From an optimization exercise on the open Yosys and OpenROAD flow, aimed at small area; shortcuts taken in it are not production practice. At most, simulation tests tie the RTL to the original design; equivalence was not proved. For runs 1 and 2, only the layout was checked, not whether the RTL still works. Power is estimated from default activity; no workload was simulated.

==> flow/design.v <==
package gpr_pkg;
  localparam int XLEN_DEF = 32;
  localparam int NREG_DEF = 32;
  localparam int AW = $clog2(NREG_DEF);
  typedef logic [AW-1:0] reg_idx_t;
  typedef logic [XLEN_DEF-1:0] xword_t;
endpackage
module gpr_scoreboard #(
  parameter int NREG = gpr_pkg::NREG_DEF
) (
  input  logic [NREG-1:0] i_set,     
  input  logic [NREG-1:0] i_keep_n,  
  input  logic            i_keep,    
  input  logic [NREG-1:0] i_pend,
  output logic [NREG-1:0] o_nxt
);
  assign o_nxt = i_set | ({NREG{i_keep}} & i_pend & ~i_keep_n);
endmodule
module gpr_dec #(
  parameter int N = 32,
  localparam int IW = $clog2(N)
) (
  input  logic [IW-1:0] i_a,
  input  logic          i_en,
  output logic [N-1:0]  o_y
);
  logic [3:0] w_lo;
  logic [7:0] w_hi;
  for (genvar j = 0; j < 4; j++) begin : g_lo
    assign w_lo[j] = i_en & (i_a[1:0] == 2'(j));
  end
  for (genvar m = 0; m < 8; m++) begin : g_hi
    assign w_hi[m] = (i_a[4:2] == 3'(m));
  end
  for (genvar k = 0; k < N; k++) begin : g_y
    assign o_y[k] = w_lo[k % 4] & w_hi[k / 4];
  end
endmodule
module gpr_sb #(
  parameter int XLEN = gpr_pkg::XLEN_DEF,
  parameter int NREG = gpr_pkg::NREG_DEF,
  parameter int NREAD = 4,
  parameter int NWRITE = 2,
  localparam int IW = $clog2(NREG)
) (
  input  logic                   i_clk,
  input  logic                   i_rst_n,
  input  logic [NREAD*IW-1:0]    i_raddr,
  output logic [NREAD*XLEN-1:0]  o_rdata,
  output logic [NREAD-1:0]       o_rready,
  input  logic [NWRITE-1:0]      i_we,
  input  logic [NWRITE*IW-1:0]   i_waddr,
  input  logic [NWRITE*XLEN-1:0] i_wdata,
  input  logic [NWRITE-1:0]      i_rsv_en,
  input  logic [NWRITE*IW-1:0]   i_rsv_addr,
  input  logic                   i_flush,
  output logic [NREG-1:0]        o_busy
);
  logic [XLEN-1:0] r_regs [1:NREG-1];
  logic [NREG-1:1] r_pend;
  logic [NREG-1:0] w_dw0, w_dw1, w_dr0, w_dr1;
  gpr_dec #(.N(NREG)) u_dw0 (.i_a(i_waddr[0 +: IW]),     .i_en(i_we[0]),               .o_y(w_dw0));
  gpr_dec #(.N(NREG)) u_dw1 (.i_a(i_waddr[IW +: IW]),    .i_en(i_we[1]),               .o_y(w_dw1));
  gpr_dec #(.N(NREG)) u_dr0 (.i_a(i_rsv_addr[0 +: IW]),  .i_en(i_rsv_en[0] & i_rst_n), .o_y(w_dr0));
  gpr_dec #(.N(NREG)) u_dr1 (.i_a(i_rsv_addr[IW +: IW]), .i_en(i_rsv_en[1] & i_rst_n), .o_y(w_dr1));
  logic [NREG-1:0] w_pnxt, w_wany;
  assign w_wany = w_dw0 | w_dw1;
  gpr_scoreboard #(.NREG(NREG)) u_sb (
    .i_set(w_dr0 | w_dr1),
    .i_keep_n(w_wany),
    .i_keep(i_rst_n & !i_flush),
    .i_pend({r_pend, 1'b0}),
    .o_nxt(w_pnxt)
  );
  always_ff @(posedge i_clk) r_pend <= w_pnxt[NREG-1:1];
  assign o_busy = {r_pend, 1'b0};
  logic [XLEN-1:0] w_wd0, w_wd1;
  assign w_wd0 = i_wdata[0 +: XLEN] & {XLEN{i_rst_n}};
  assign w_wd1 = i_wdata[XLEN +: XLEN];
  for (genvar k = 1; k < NREG; k++) begin : g_reg
    logic s0, s1, h;
    logic [XLEN-1:0] w_nxt;
    assign s1 = i_rst_n & w_dw1[k];
    assign s0 = !i_rst_n | (w_dw0[k] & !w_dw1[k]);
    assign h = i_rst_n & !w_wany[k];
    for (genvar b = 0; b < XLEN; b++) begin : g_bit
      gpr_aoi222 u_w (
        .i_a0(s1), .i_b0(w_wd1[b]), .i_a1(s0), .i_b1(w_wd0[b]), .i_a2(h), .i_b2(r_regs[k][b]),
        .o_y(w_nxt[b])
      );
    end
    always_ff @(posedge i_clk) r_regs[k] <= ~w_nxt;
  end
  for (genvar i = 0; i < NREAD; i++) begin : g_rd
    logic [IW-1:0] a;
    logic f0, f1, nz, rb;
    logic [NREG-1:0] sel;
    assign a = i_raddr[i*IW +: IW];
    assign nz = (a != '0);
    assign f1 = nz & i_we[1] & (i_waddr[IW +: IW] == a);
    assign f0 = nz & i_we[0] & (i_waddr[0 +: IW] == a) & !f1;
    gpr_dec #(.N(NREG)) u_da (.i_a(a), .i_en(!(f0 | f1)), .o_y(sel));
    for (genvar b = 0; b < XLEN; b++) begin : g_bit
      logic [NREG:0] dat;
      assign dat[0] = i_wdata[b];
      assign dat[1] = i_wdata[XLEN + b];
      for (genvar k = 1; k < NREG; k++) begin : g_k
        assign dat[k+1] = r_regs[k][b];
      end
      gpr_rsel u_r (.i_sel({sel[NREG-1:1], f1, f0}), .i_dat(dat), .o_q(o_rdata[i*XLEN + b]));
    end
    gpr_rsel u_rb (.i_sel({sel[NREG-1:1], f1, f0}), .i_dat({r_pend, 2'b00}), .o_q(rb));
    assign o_rready[i] = !rb;
  end
endmodule
module gpr_aoi222 (
  input  logic i_a0, i_b0, i_a1, i_b1, i_a2, i_b2,
  output logic o_y
);
  assign o_y = !((i_a0 & i_b0) | (i_a1 & i_b1) | (i_a2 & i_b2));
endmodule
module gpr_rsel (
  input  logic [32:0] i_sel,
  input  logic [32:0] i_dat,
  output logic        o_q
);
  logic [10:0] w_n;
  for (genvar g = 0; g < 11; g++) begin : g_t
    gpr_aoi222 u_t (
      .i_a0(i_sel[3*g]), .i_b0(i_dat[3*g]), .i_a1(i_sel[3*g+1]), .i_b1(i_dat[3*g+1]),
      .i_a2(i_sel[3*g+2]), .i_b2(i_dat[3*g+2]), .o_y(w_n[g])
    );
  end
  assign o_q = !(&w_n);
endmodule
==> flow/run.sh <==
#!/bin/bash
# synth_recipe.tcl (not shown) runs the flow's synth.tcl, then flattens the netlist and writes it again
# the make line also repeats each setting of config.mk as NAME=value (left out here)
make -C /OpenROAD-flow-scripts/flow DESIGN_CONFIG=/design/flow/config.mk WORK_HOME=/design/flow/orfs CLKGATE_MAP_FILE= SYNTH_SCRIPT=/design/flow/synth_recipe.tcl finish
==> flow/config.mk <==
export PLATFORM = sky130hd
export DESIGN_NAME = gpr_sb
export DESIGN_NICKNAME = gpr_sb
export VERILOG_FILES = /design/flow/design.v
export SDC_FILE = /design/flow/constraint.sdc
export NUM_CORES = 4
export LEC_CHECK = 0
export CAP_MARGIN = 20
export CORE_MARGIN = 2
export CORE_UTILIZATION = 65
export SLEW_MARGIN = 20
export SYNTH_HIERARCHICAL = 1
==> flow/constraint.sdc <==
create_clock -name core_clock -period 7.0 [get_ports {i_clk}]
set_input_delay 1.4000 -clock core_clock [delete_from_list [all_inputs] [get_ports {i_clk}]]
set_output_delay 1.4000 -clock core_clock [all_outputs]
set_load 0.01 [all_outputs]
==> results of run 1 <==
-- stage by stage --
stage	utilization [%]	instances	cell area [sq um]	hold WS [ns]
3_3_place_gp	77.6	7613	66200	0.529
2_1_floorplan	-	5747	56000	0.517
3_5_place_dp	77.8	7620	66400	0.547
4_1_cts	82.6	7858	70500	0.558
-- power groups by stage --
stage	sequential (mW)	clock, mW	combinational (mW)
3_5_place_dp	7.11	0	2.76
3_3_place_gp	7.07	0	2.69
2_1_floorplan	6.92	0	1.27
4_1_cts	6.99	5.97	2.83
-- worst min-delay path by stage --
| stage | startpoint | endpoint |
|---|---|---|
| 2_1_floorplan | r_regs[11][0] | r_regs[11][0] |
| 3_3_place_gp | r_regs[5][5] | r_regs[5][5] |
| 3_5_place_dp | r_regs[9][28] | r_regs[9][28] |
| 4_1_cts | r_pend[13] | r_pend[13] |
-- routing by layer --
metal / track usage, % / GRT overflow
met1: 95.1 / 193
met2: 99.3 / 457
met3: 92.9 / 255
met4: 95.4 / 578
met5: 78.3 / 38
-- what timing repair did --
action / CTS
gates cloned: 31
pin swaps: 36
resized for setup: 23
buffers inserted: 14
setup endpoints to repair: 91
==> out/metrics.cfg, run 1 <==
[placed_design]
dp_hpwl_mm=229
io_buffers=273
gp_congestion=1.27
dp_slack_ns=-0.334

[clocking]
cts_max_path_buffers=3
hold_buffers=0
cts-root-buf=clkbuf_16
cts_max_level=3
numCtsBuffers=105
cts_sinks=1023

[floorplanning]
initial_utilization_pct=65.6
io_pins=275
fp-row-count=107
die_y_um=297
die_w_um=297

[yosys]
yosys_warnings=9
avgSynthCellArea_sq_um=9.75
netlist_area_sq_um=56000
synth_cells=5739

[status]
status=stopped before the end
error_line=[ERROR GRT-0116] Global routing finished with congestion. Check the congestion regions in the DRC Viewer.
flow.stopped_at=5_1_grt

[grt]
grt_pass1_wl_mm=637
grt_max_degree=45
grt_pass1_vias=86100
grt_overflow_total=1521
grt_usage_pct=95.4

==> run 2, diff against run 1 <==
--- a/flow/design.v
+++ b/flow/design.v
@@ -57,5 +57,5 @@
   output logic [NREG-1:0]        o_busy
 );
-  logic [XLEN-1:0] r_regs [1:NREG-1];
+  logic [XLEN-1:0] r_regs [1:NREG-1];   
   logic [NREG-1:1] r_pend;
   logic [NREG-1:0] w_dw0, w_dw1, w_dr0, w_dr1;
@@ -75,12 +75,14 @@
   always_ff @(posedge i_clk) r_pend <= w_pnxt[NREG-1:1];
   assign o_busy = {r_pend, 1'b0};
+  logic r_phase;
+  always_ff @(posedge i_clk) r_phase <= !i_rst_n | !r_phase;
   logic [XLEN-1:0] w_wd0, w_wd1;
-  assign w_wd0 = i_wdata[0 +: XLEN] & {XLEN{i_rst_n}};
-  assign w_wd1 = i_wdata[XLEN +: XLEN];
+  assign w_wd0 = i_wdata[0 +: XLEN] ^ {XLEN{r_phase}};
+  assign w_wd1 = i_wdata[XLEN +: XLEN] ^ {XLEN{r_phase}};
   for (genvar k = 1; k < NREG; k++) begin : g_reg
     logic s0, s1, h;
     logic [XLEN-1:0] w_nxt;
     assign s1 = i_rst_n & w_dw1[k];
-    assign s0 = !i_rst_n | (w_dw0[k] & !w_dw1[k]);
+    assign s0 = i_rst_n & w_dw0[k] & !w_dw1[k];
     assign h = i_rst_n & !w_wany[k];
     for (genvar b = 0; b < XLEN; b++) begin : g_bit
@@ -90,5 +92,5 @@
       );
     end
-    always_ff @(posedge i_clk) r_regs[k] <= ~w_nxt;
+    always_ff @(posedge i_clk) r_regs[k] <= w_nxt;
   end
   for (genvar i = 0; i < NREAD; i++) begin : g_rd
@@ -103,13 +105,13 @@
     for (genvar b = 0; b < XLEN; b++) begin : g_bit
       logic [NREG:0] dat;
-      assign dat[0] = i_wdata[b];
-      assign dat[1] = i_wdata[XLEN + b];
+      assign dat[0] = w_wd0[b];
+      assign dat[1] = w_wd1[b];
       for (genvar k = 1; k < NREG; k++) begin : g_k
         assign dat[k+1] = r_regs[k][b];
       end
-      gpr_rsel u_r (.i_sel({sel[NREG-1:1], f1, f0}), .i_dat(dat), .o_q(o_rdata[i*XLEN + b]));
+      gpr_rsel u_r (.i_sel({sel[NREG-1:1], f1, f0}), .i_dat(dat), .i_inv(r_phase & nz), .o_q(o_rdata[i*XLEN + b]));
     end
-    gpr_rsel u_rb (.i_sel({sel[NREG-1:1], f1, f0}), .i_dat({r_pend, 2'b00}), .o_q(rb));
-    assign o_rready[i] = !rb;
+    gpr_rsel u_rb (.i_sel({sel[NREG-1:1], f1, f0}), .i_dat({r_pend, 2'b00}), .i_inv(1'b1), .o_q(rb));
+    assign o_rready[i] = rb;
   end
 endmodule
@@ -123,4 +125,5 @@
   input  logic [32:0] i_sel,
   input  logic [32:0] i_dat,
+  input  logic        i_inv,
   output logic        o_q
 );
@@ -132,4 +135,4 @@
     );
   end
-  assign o_q = !(&w_n);
+  assign o_q = !(&w_n) ^ i_inv;
 endmodule
==> flow/flow/run.sh (new file) <==
#!/bin/bash
# The standard layout, with port buffers of a small plain buffer cell, high-fanout nets
# buffered before global placement (flow/fanout.tcl) and clock tree synthesis without dummy
# loads. Full tool output goes to flow.log here.
set -euo pipefail
export BUFFER_PORTS_ARGS="-buffer_cell sky130_fd_sc_hd__buf_2"
export CTS_ARGS="-sink_clustering_enable -repair_clock_nets -dont_use_dummy_load -sink_clustering_size 20 -sink_clustering_max_diameter 120 -buf_list {sky130_fd_sc_hd__clkbuf_2 sky130_fd_sc_hd__clkbuf_4 sky130_fd_sc_hd__clkbuf_8}"
export FANOUT_DONT_TOUCH=1
export PRE_GLOBAL_PLACE_TCL="$PWD/flow/fanout.tcl"
bash standard.sh finish > flow.log 2>&1
==> flow/flow/fanout.tcl (new file) <==
# Buffer every high-fanout signal net before global placement with a plain buf_4 per group
# of at most MAXLOAD loads, so that placement-time repair does not oversize its drivers.
set maxload 34
set minload 11
set blk [ord::get_db_block]
set db [ord::get_db]
set bufm [$db findMaster sky130_fd_sc_hd__buf_4]
set nb 0
foreach net [$blk getNets] {
  set st [$net getSigType]
  if {$st ne "SIGNAL"} continue
  if {[llength [$net getBTerms]] > 0} continue
  set loads {}
  set drv ""
  foreach it [$net getITerms] {
    if {[$it isOutputSignal]} { set drv $it } elseif {[$it isInputSignal]} { lappend loads $it }
  }
  if {$drv eq ""} continue
  set dm [[$drv getInst] getMaster]
  if {[$dm isSequential] && [llength $loads] < 12} continue
  set n [llength $loads]
  if {$n < $minload} continue
  set loads [lsort -command {apply {{a b} {string compare [[$a getInst] getName] [[$b getInst] getName]}}} $loads]
  set ng [expr {($n + $maxload - 1) / $maxload}]
  set per [expr {($n + $ng - 1) / $ng}]
  for {set g 0} {$g < $ng} {incr g} {
    set inst [odb::dbInst_create $blk $bufm "fbuf_$nb"]
    set nn [odb::dbNet_create $blk "fbuf_net_$nb"]
    incr nb
    foreach it [lrange $loads [expr {$g*$per}] [expr {$g*$per+$per-1}]] {
      $it disconnect
      $it connect $nn
    }
    [$inst findITerm A] connect $net
    [$inst findITerm X] connect $nn
    if {[info exists ::env(FANOUT_DONT_TOUCH)]} { set_dont_touch [get_cells [$inst getName]] }
  }
}
global_connect
puts "fanout.tcl: inserted $nb buffers"
==> flow/standard.sh (new file) <==
#!/bin/bash
# synth_recipe.tcl (not shown) runs the flow's synth.tcl, then flattens the netlist and writes it again
# the make line also repeats each setting of config.mk as NAME=value (left out here)
make -C /OpenROAD-flow-scripts/flow DESIGN_CONFIG=/design/flow/config.mk WORK_HOME=/design/flow/orfs CLKGATE_MAP_FILE= SYNTH_SCRIPT=/design/flow/synth_recipe.tcl "${@:-finish}"
--- a/flow/config.mk
+++ b/flow/config.mk
@@ -6,7 +6,7 @@
 export NUM_CORES = 4
 export LEC_CHECK = 0
-export CAP_MARGIN = 20
+export CAP_MARGIN = 0
 export CORE_MARGIN = 2
-export CORE_UTILIZATION = 65
-export SLEW_MARGIN = 20
+export CORE_UTILIZATION = 30
+export SLEW_MARGIN = 0
 export SYNTH_HIERARCHICAL = 1
removed: flow/run.sh
==> out/metrics.cfg, run 2 <==
[status]
flow.stopped_at=5_1_grt
status=stopped before the end
error_line=[ERROR RSZ-3006] Failed to insert buffer before loads for net g_rd\[0\].g_bit\[20\].dat\[0\]

[clocking]
cts_sinks=1024
cts_resized=0
post-cts-setup-buffers=0
numCtsBuffers=59
cts_max_path_buffers=3
cts-root-buf=clkbuf_8
hold_buffers=0
cts_max_level=2

[floorplanning]
fp-row-count=156
die_y_um=430
initial_utilization_pct=30.2
die_w_um=430
io_pins=275

[placed_design]
io_buffers=273
gp_congestion=1.07
dp_slack_ns=0.152
dp.cells=7992
dp_hpwl_mm=270
place_area_sq_um=62500

[yosys]
yosys_warnings=9
netlist_area_sq_um=54500
synth_cells=4891
avgSynthCellArea_sq_um=11.1

[grt]
grt_max_degree=98

[run 2: power by group through the flow]
stage | Sequential [mW] | Combinational [mW] | Clock [mW]
CTS | 7.01 | 4.25 | 2.84
detailed placement | 7.14 | 4.24 | 0
floorplan | 6.93 | 1.98 | 0
global placement | 7.10 | 4.21 | 0
[run 2: worst min-delay path by stage]
stage	startpoint	to
after global placement	r_regs[20][12]	r_regs[20][12]
after detailed placement	r_regs[9][16]	r_regs[9][16]
after floorplan	r_regs[11][0]	r_regs[11][0]
after CTS	r_regs[14][7]	r_regs[14][7]
==> run 3, diff against run 2 <==
--- a/flow/design.v
+++ b/flow/design.v
@@ -135,4 +135,19 @@
     );
   end
-  assign o_q = !(&w_n) ^ i_inv;
+  logic w_any;
+  gpr_nand11 u_or (.i_a(w_n), .o_y(w_any));
+  gpr_xor2 u_x (.i_a(w_any), .i_b(i_inv), .o_y(o_q));
 endmodule
+module gpr_nand11 (
+  input  logic [10:0] i_a,
+  output logic        o_y
+);
+  assign o_y = !(&i_a);
+endmodule
+module gpr_xor2 (
+  input  logic i_a,
+  input  logic i_b,
+  output logic o_y
+);
+  assign o_y = i_a ^ i_b;
+endmodule
==> flow/flow/run.sh (replaced) <==
#!/bin/bash
# The standard layout, with port buffers of a small plain buffer cell, high-fanout nets
# buffered before global placement (flow/fanout.tcl; kept untouched through global placement),
# global routing that holds back more of met1/met2 (flow/fastroute.tcl) and clock tree
# synthesis without dummy loads. Full tool output goes to flow.log here.
set -euo pipefail
export BUFFER_PORTS_ARGS="-buffer_cell sky130_fd_sc_hd__buf_2"
export CTS_ARGS="-sink_clustering_enable -repair_clock_nets -dont_use_dummy_load -sink_clustering_size 10 -sink_clustering_max_diameter 60 -buf_list {sky130_fd_sc_hd__clkbuf_2 sky130_fd_sc_hd__clkbuf_4 sky130_fd_sc_hd__clkbuf_8}"
export FANOUT_DONT_TOUCH=1
export PRE_GLOBAL_PLACE_TCL="$PWD/flow/fanout.tcl"
export FASTROUTE_TCL="$PWD/flow/fastroute.tcl"
export POST_GLOBAL_PLACE_TCL="$PWD/flow/untouch.tcl"
bash standard.sh finish > flow.log 2>&1
--- a/flow/flow/fanout.tcl
+++ b/flow/flow/fanout.tcl
@@ -1,9 +1,10 @@
 # Buffer every high-fanout signal net before global placement with a plain buf_4 per group
-# of at most MAXLOAD loads, so that placement-time repair does not oversize its drivers.
-set maxload 34
+# of at most maxload loads (buf_2 for small groups), so that placement-time repair does not oversize its drivers.
+set maxload 36
 set minload 11
 set blk [ord::get_db_block]
 set db [ord::get_db]
-set bufm [$db findMaster sky130_fd_sc_hd__buf_4]
+set bufm4 [$db findMaster sky130_fd_sc_hd__buf_4]
+set bufm2 [$db findMaster sky130_fd_sc_hd__buf_2]
 set nb 0
 foreach net [$blk getNets] {
@@ -25,4 +26,5 @@
   set per [expr {($n + $ng - 1) / $ng}]
   for {set g 0} {$g < $ng} {incr g} {
+    set bufm [expr {$per > 20 ? $bufm4 : $bufm2}]
     set inst [odb::dbInst_create $blk $bufm "fbuf_$nb"]
     set nn [odb::dbNet_create $blk "fbuf_net_$nb"]
==> flow/flow/fastroute.tcl (new file) <==
# Global routing layers as the platform sets them, but with more of met1 and met2 held back,
# so that global routing leaves room on the lower layers for pin access in dense cell areas.
set_global_routing_layer_adjustment $::env(MIN_ROUTING_LAYER)-$::env(MAX_ROUTING_LAYER) 0.2
set_global_routing_layer_adjustment met1 0.5
set_global_routing_layer_adjustment met2 0.35

set_routing_layers -clock $::env(MIN_CLK_ROUTING_LAYER)-$::env(MAX_ROUTING_LAYER)
set_routing_layers -signal $::env(MIN_ROUTING_LAYER)-$::env(MAX_ROUTING_LAYER)
==> flow/flow/untouch.tcl (new file) <==
# After global placement: release the high-fanout buffers from dont_touch so later repair may resize them.
foreach inst [[ord::get_db_block] getInsts] {
  if {[string match fbuf_* [$inst getName]]} { $inst setDoNotTouch 0 }
}
puts "untouch.tcl: released fanout buffers"
--- a/flow/config.mk
+++ b/flow/config.mk
@@ -7,6 +7,10 @@
 export LEC_CHECK = 0
 export CAP_MARGIN = 0
+export CELL_PAD_IN_SITES_DETAIL_PLACEMENT = 1
+export CELL_PAD_IN_SITES_GLOBAL_PLACEMENT = 2
 export CORE_MARGIN = 2
-export CORE_UTILIZATION = 30
+export CORE_UTILIZATION = 25
+export PLACE_DENSITY = 0.35
+export SETUP_SLACK_MARGIN = 0.2
 export SLEW_MARGIN = 0
 export SYNTH_HIERARCHICAL = 1
==> out/metrics.cfg, run 3 <==
[status]
status=complete, no violations

[clocking]
clk_pin_slew_ns=0.06
cts_sinks=1024
cts_tree=yes
hold_buffers=0
numCtsBuffers=156
cts_max_level=4
insertion_delay_ns=0.98
cts_max_path_buffers=3
cts-root-buf=clkbuf_8

[floorplanning]
die_y_um=469
io_pins=275
initial_utilization_pct=25.2
coreArea_sq_um=215000
die_w_um=469
fp-row-count=170
dieArea_sq_um=220000

[timing]
drv_slew=0
fmax_ghz=0.144
worstMarginPinSlew_ns=1.25
fin_crit_ns=6.93
setup_viol=0
hold-worst-slack_ns=0.551
finalCritPeriodShare_pct=99.0
hold_viol_final=0
slew_headroom_pct=16.8
rsz0062_at_grt=true
skew_ns=0.0975

[placed_design]
io_buffers=273
dp_hpwl_mm=280
dp.cells=8538
place_area_sq_um=63100

[setup_path]
cp-end-kind=output pin
criticalPathCategory=in -> out
crit_required_ns=5.60
r2r_slack_ns=4.49
crit_fanout=33
r2r-start=r_phase
critPathCapture=o_rdata[39]
rr_endpoint=r_regs[27][11]
cp_data_arrival_time_ns=5.53
startpoint_type=primary input
rr_worst_depth=4
startpoint=i_raddr[8]

[route]
finalWirelength_mm=533
ant_nets=0
first_pass_iters=17
drc_errors=0
via_count=75700
routed_via_density=8.48
avgRoutedWirePerCell_um=59.7
drtIter0Drc=17500

[hold_path]
min_path_type=reg -> reg

[layout]
layout_common_cells=2444 x a222oi_1, 1023 x dfxtp_1, 506 x buf_4
largest_reg_flops=992
reg_top3=r_regs (992), r_pend (31), r_phase (1)
regMostFlops=r_regs
final_common_cell=a222oi_1
stdcell_count=8931
drive_above_1_share_pct=19.6
utilization_pct=31.0
final_cell_area_sq_um=66500
fin_nets=5982
synthToLayoutAreaGrowth_pct=23.1

[yosys]
avgSynthCellArea_sq_um=11.0
synth_cells=4891
yosys_warnings=9
netlist_area_sq_um=54000

[grt]
grt_usage_pct=57.3
grt_overflow_total=0
grt_pass1_vias=77600
grt_pass1_wl_mm=699
grt_max_degree=98
antenna_found_initial=106

[run]
maxCapViolations=0

[pwr]
ir_drop_uv=223
leakagePower_nw=22.9
total_power_mw=16.0
p_per_area_nw_per_um2=241

[run 3: how the worst min path moves through the flow]
stage	slack, ns	cells past startpoint	end	start
finish	0.55	1	r_regs[6][8]	r_regs[6][8]
global placement	0.52	1	r_regs[17][14]	r_regs[17][14]
CTS	0.54	1	r_regs[24][24]	r_regs[24][24]
floorplan	0.50	1	r_regs[11][0]	r_regs[11][0]
global route	0.56	1	r_regs[18][30]	r_regs[18][30]
detailed placement	0.53	1	r_regs[2][8]	r_regs[2][8]
[run 3: cell type report]
class | count | area [sq um]
fill | 24100 | 148000
clock buffer | 156 | 2150
sequential | 1024 | 20500
buffer | 293 | 2610
multi-input combinational | 3822 | 33400
timing repair buffer | 574 | 3720
tap | 2838 | 3550
antenna | 224 | 561
[run 3: what timing repair did]
action                     4_1_cts  5_1_grt
setup buffers                    6        3
gates cloned                     3        1
pin swaps                        7       26
resized for setup               68       59
setup endpoints to repair      132      124
[run 3: worst max-delay path, stage by stage]
cell      delay (ns)
buf_2           0.29
buf_4           0.24
xnor2_1         0.13
nand4_1         0.15
nor4_4          0.24
nor2_2          0.13
nand4b_1        0.19
nor2_1          0.06
buf_4           0.36
a222oi_1        0.37
nand4_1         0.52
buf_4           0.33
or3_1           0.54
xor2_2          0.29
buf_2           0.18
[run 3: power breakdown]
group	total (mW)	leakage (nW)	internal, mW	switching, mW
logic	4.33	13.2	1.34	2.99
registers	7.08	8.59	6.34	0.733
clock network	4.62	1.12	1.96	2.66
total	16.0	22.9	9.65	6.38
[run 3: stage by stage]
stage               worst slack, ns  setup TNS [ns]
floorplan                     0.769               0
global placement             -0.481          -12.57
detailed placement           -0.504          -14.40
CTS                           0.145               0
global route                 0.0611               0
finish                       0.0696               0
[run 3: layer usage]
layer  wire, um  share of wire, %  vias up  global-route usage [%]
met2     203000                38     7600                    71.1
met4      56300                11      110                    48.1
met5       2480              0.46        -                    10.2
met1     177000                33    37800                    67.6
li1           -                 -    27800                       -
met3      94300                18     2430                    44.1
==> run 4, diff against run 3 <==
--- a/flow/flow/run.sh
+++ b/flow/flow/run.sh
@@ -6,5 +6,5 @@
 set -euo pipefail
 export BUFFER_PORTS_ARGS="-buffer_cell sky130_fd_sc_hd__buf_2"
-export CTS_ARGS="-sink_clustering_enable -repair_clock_nets -dont_use_dummy_load -sink_clustering_size 10 -sink_clustering_max_diameter 60 -buf_list {sky130_fd_sc_hd__clkbuf_2 sky130_fd_sc_hd__clkbuf_4 sky130_fd_sc_hd__clkbuf_8}"
+export CTS_ARGS="-sink_clustering_enable -repair_clock_nets -dont_use_dummy_load -buf_list {sky130_fd_sc_hd__clkbuf_4 sky130_fd_sc_hd__clkbuf_8 sky130_fd_sc_hd__clkbuf_16}"
 export FANOUT_DONT_TOUCH=1
 export PRE_GLOBAL_PLACE_TCL="$PWD/flow/fanout.tcl"
==> out/metrics.cfg, run 4 <==
[clocking]
cts_tree=yes
numCtsBuffers=138
cts_sinks=1024
clk_pin_slew_ns=0.06
cts-root-buf=clkbuf_16
insertion_delay_ns=0.86
cts_max_level=4
cts_max_path_buffers=3

[yosys]
avgSynthCellArea_sq_um=11.0
synth_cells=4891
yosys_warnings=9
netlist_area_sq_um=54000

[pwr]
p_per_area_nw_per_um2=261
p_sw_share_pct=37.2
pwr-share-clk_pct=35.5
ir_drop_uv=243
combPwrFrac_pct=24.6
pwr-share-seq_pct=39.9
leakagePower_nw=23.7
p_int_mw=11.1
power.switching_mw=6.61

[timing]
fin_setup_tns_ns=0
skew_ns=0.0654
worstMarginPinSlew_ns=1.22
fmax_ghz=0.145
slew_headroom_pct=18.8
rsz0062_at_grt=true
hold_viol_final=0
fin_crit_ns=6.92
drv_slew=0
finalCritPeriodShare_pct=98.8
hold-worst-slack_ns=0.548
setup_viol=0

[grt]
grt_max_degree=98
grt_overflow_total=0
grt_pass1_wl_mm=702
antenna_found_initial=112
grt_pass1_vias=77500
grt_usage_pct=57.6

[route]
first_pass_iters=17
routed_via_density=8.48
drc_errors=0
ant_nets=0
via_count=75500
drtIter0Drc=17500
avgRoutedWirePerCell_um=60.2
finalWirelength_mm=536

[hold_path]
holdPathEnd=r_regs[2][8]
hold_start=r_regs[2][8]
min_path_cells=1
min_path_type=reg -> reg

[layout]
regMostFlops=r_regs
largest_reg_flops=992
final_cell_area_sq_um=68100
reg_top3=r_regs (992), r_pend (31), r_phase (1)
synthToLayoutAreaGrowth_pct=26.1
drive_above_1_share_pct=19.7
stdcell_count=8908
fin_nets=5979
final.fill_count=23900
final_common_cell=a222oi_1
layout_common_cells=2444 x a222oi_1, 1023 x dfxtp_1, 515 x buf_4
utilization_pct=31.7

[placed_design]
dp.cells=8538
dp_hpwl_mm=280
place_area_sq_um=63100
io_buffers=273

[setup_path]
cp_data_arrival_time_ns=5.52
cp-end-kind=output pin
rr_worst_depth=4
r2r_slack_ns=4.47
criticalPathCategory=in -> out
crit_required_ns=5.60
startpoint_type=primary input
crit_fanout=17
rr_endpoint=r_regs[9][11]
r2r-start=r_phase

[floorplanning]
coreArea_sq_um=215000
dieArea_sq_um=220000
die_w_um=469
initial_utilization_pct=25.2
io_pins=275
die_y_um=469
fp-row-count=170

[status]
status=complete, no violations

[run]
maxCapViolations=0

-- run 4: critical path, stage by stage --
cell,delay (ns)
buf_4,0.17
buf_8,0.14
xnor2_2,0.14
nand4_1,0.15
nor4_4,0.43
nor2_4,0.14
nand4b_1,0.20
nor2_2,0.15
clkbuf_16,0.26
a222oi_1,0.34
nand4_1,0.65
buf_4,0.37
or3_4,0.49
xor2_4,0.24
buf_6,0.20
-- run 4: cell type report --
class	instances	area, sq um	area share [%]
Multi-Input combinational cell	3822	33500	49.2
Sequential cell	1024	20500	30.1
Timing Repair Buffer	589	3890	5.71
Tap cell	2838	3550	5.21
Clock buffer	138	3450	5.07
Buffer	293	2710	3.97
Antenna cell	204	510	0.749
-- run 4: how the worst max path moves through the flow --
stage                start      endpoint  slack (ns)
4_1_cts         i_raddr[7]   o_rdata[39]        0.14
3_5_place_dp    i_raddr[7]   o_rdata[39]       -0.50
6_report        i_raddr[7]   o_rdata[39]        0.08
5_1_grt         i_raddr[8]   o_rdata[39]        0.08
2_1_floorplan  i_raddr[16]  o_rdata[110]        0.77
3_3_place_gp    i_waddr[7]   o_rdata[71]       -0.48
-- run 4: power by group through the flow --
stage | clock, mW | combinational, mW | sequential [mW]
2_1_floorplan | 0 | 1.83 | 6.93
3_3_place_gp | 0 | 4.04 | 7.14
3_5_place_dp | 0 | 4.05 | 7.15
4_1_cts | 6.31 | 4.08 | 7.03
5_1_grt | 6.52 | 4.41 | 7.15
6_report | 6.31 | 4.36 | 7.09
-- run 4: layer usage --
metal  vias up  share of wire, %  global-route usage (%)
li1      27800                 -                       -
met1     37600                33                    68.0
met4        91                11                    49.1
met2      7559                38                    70.6
met3      2483                18                    45.1
met5         -              0.32                    7.90
-- run 4: stage by stage --
step / worst slack [ns] / total power [mW]
3_3_place_gp: -0.481 / 11.2
4_1_cts: 0.145 / 17.4
3_5_place_dp: -0.504 / 11.2
2_1_floorplan: 0.769 / 8.76
6_report: 0.0819 / 17.8
5_1_grt: 0.0816 / 18.1
-- run 4: what timing repair did --
action / 4_1_cts / 5_1_grt
cloned: 3 / 5
pin swaps: 6 / 26
hold buffers: 0 / 0
setup buffers: 6 / 14
setup endpoints to repair: 132 / 112
gates resized for setup: 61 / 119

==> re-timing with driven ports <==
In the flow no input, the clock included, has a driving cell. The finished layouts below were timed again as built, in two steps.
Step 1 (the two cells are an assumption about what drives the block):
set clk [get_ports {i_clk}]
set_driving_cell -lib_cell sky130_fd_sc_hd__clkbuf_16 $clk
set_driving_cell -lib_cell sky130_fd_sc_hd__buf_2 [delete_from_list [all_inputs] $clk]
Step 2 also shifts input and output timing later by t, the mid clock arrival at the registers, as if the neighbouring blocks saw the same clock.
Slacks: no drivers / after step 1 / after step 2; pairs: no drivers / after step 1.
| run | shift t [ns] | slack for setup (ns) | hold WS [ns] | clock arrival spread, ns | cell pins on the clock port's net |
|---|---|---|---|---|---|
| run 3 | 1.050 | 0.070 / 0.046 / 0.046 | 0.551 / 0.551 / 0.551 | 0.129 / 0.128 | 1 |
| run 4 | 0.938 | 0.082 / 0.054 / 0.054 | 0.548 / 0.548 / 0.548 | 0.069 / 0.069 | 1 |
After both steps every run listed still meets setup and hold. The setup slack of run 4, which loses most, moves by -0.028 ns with the drivers and by -0.028 ns with both steps.
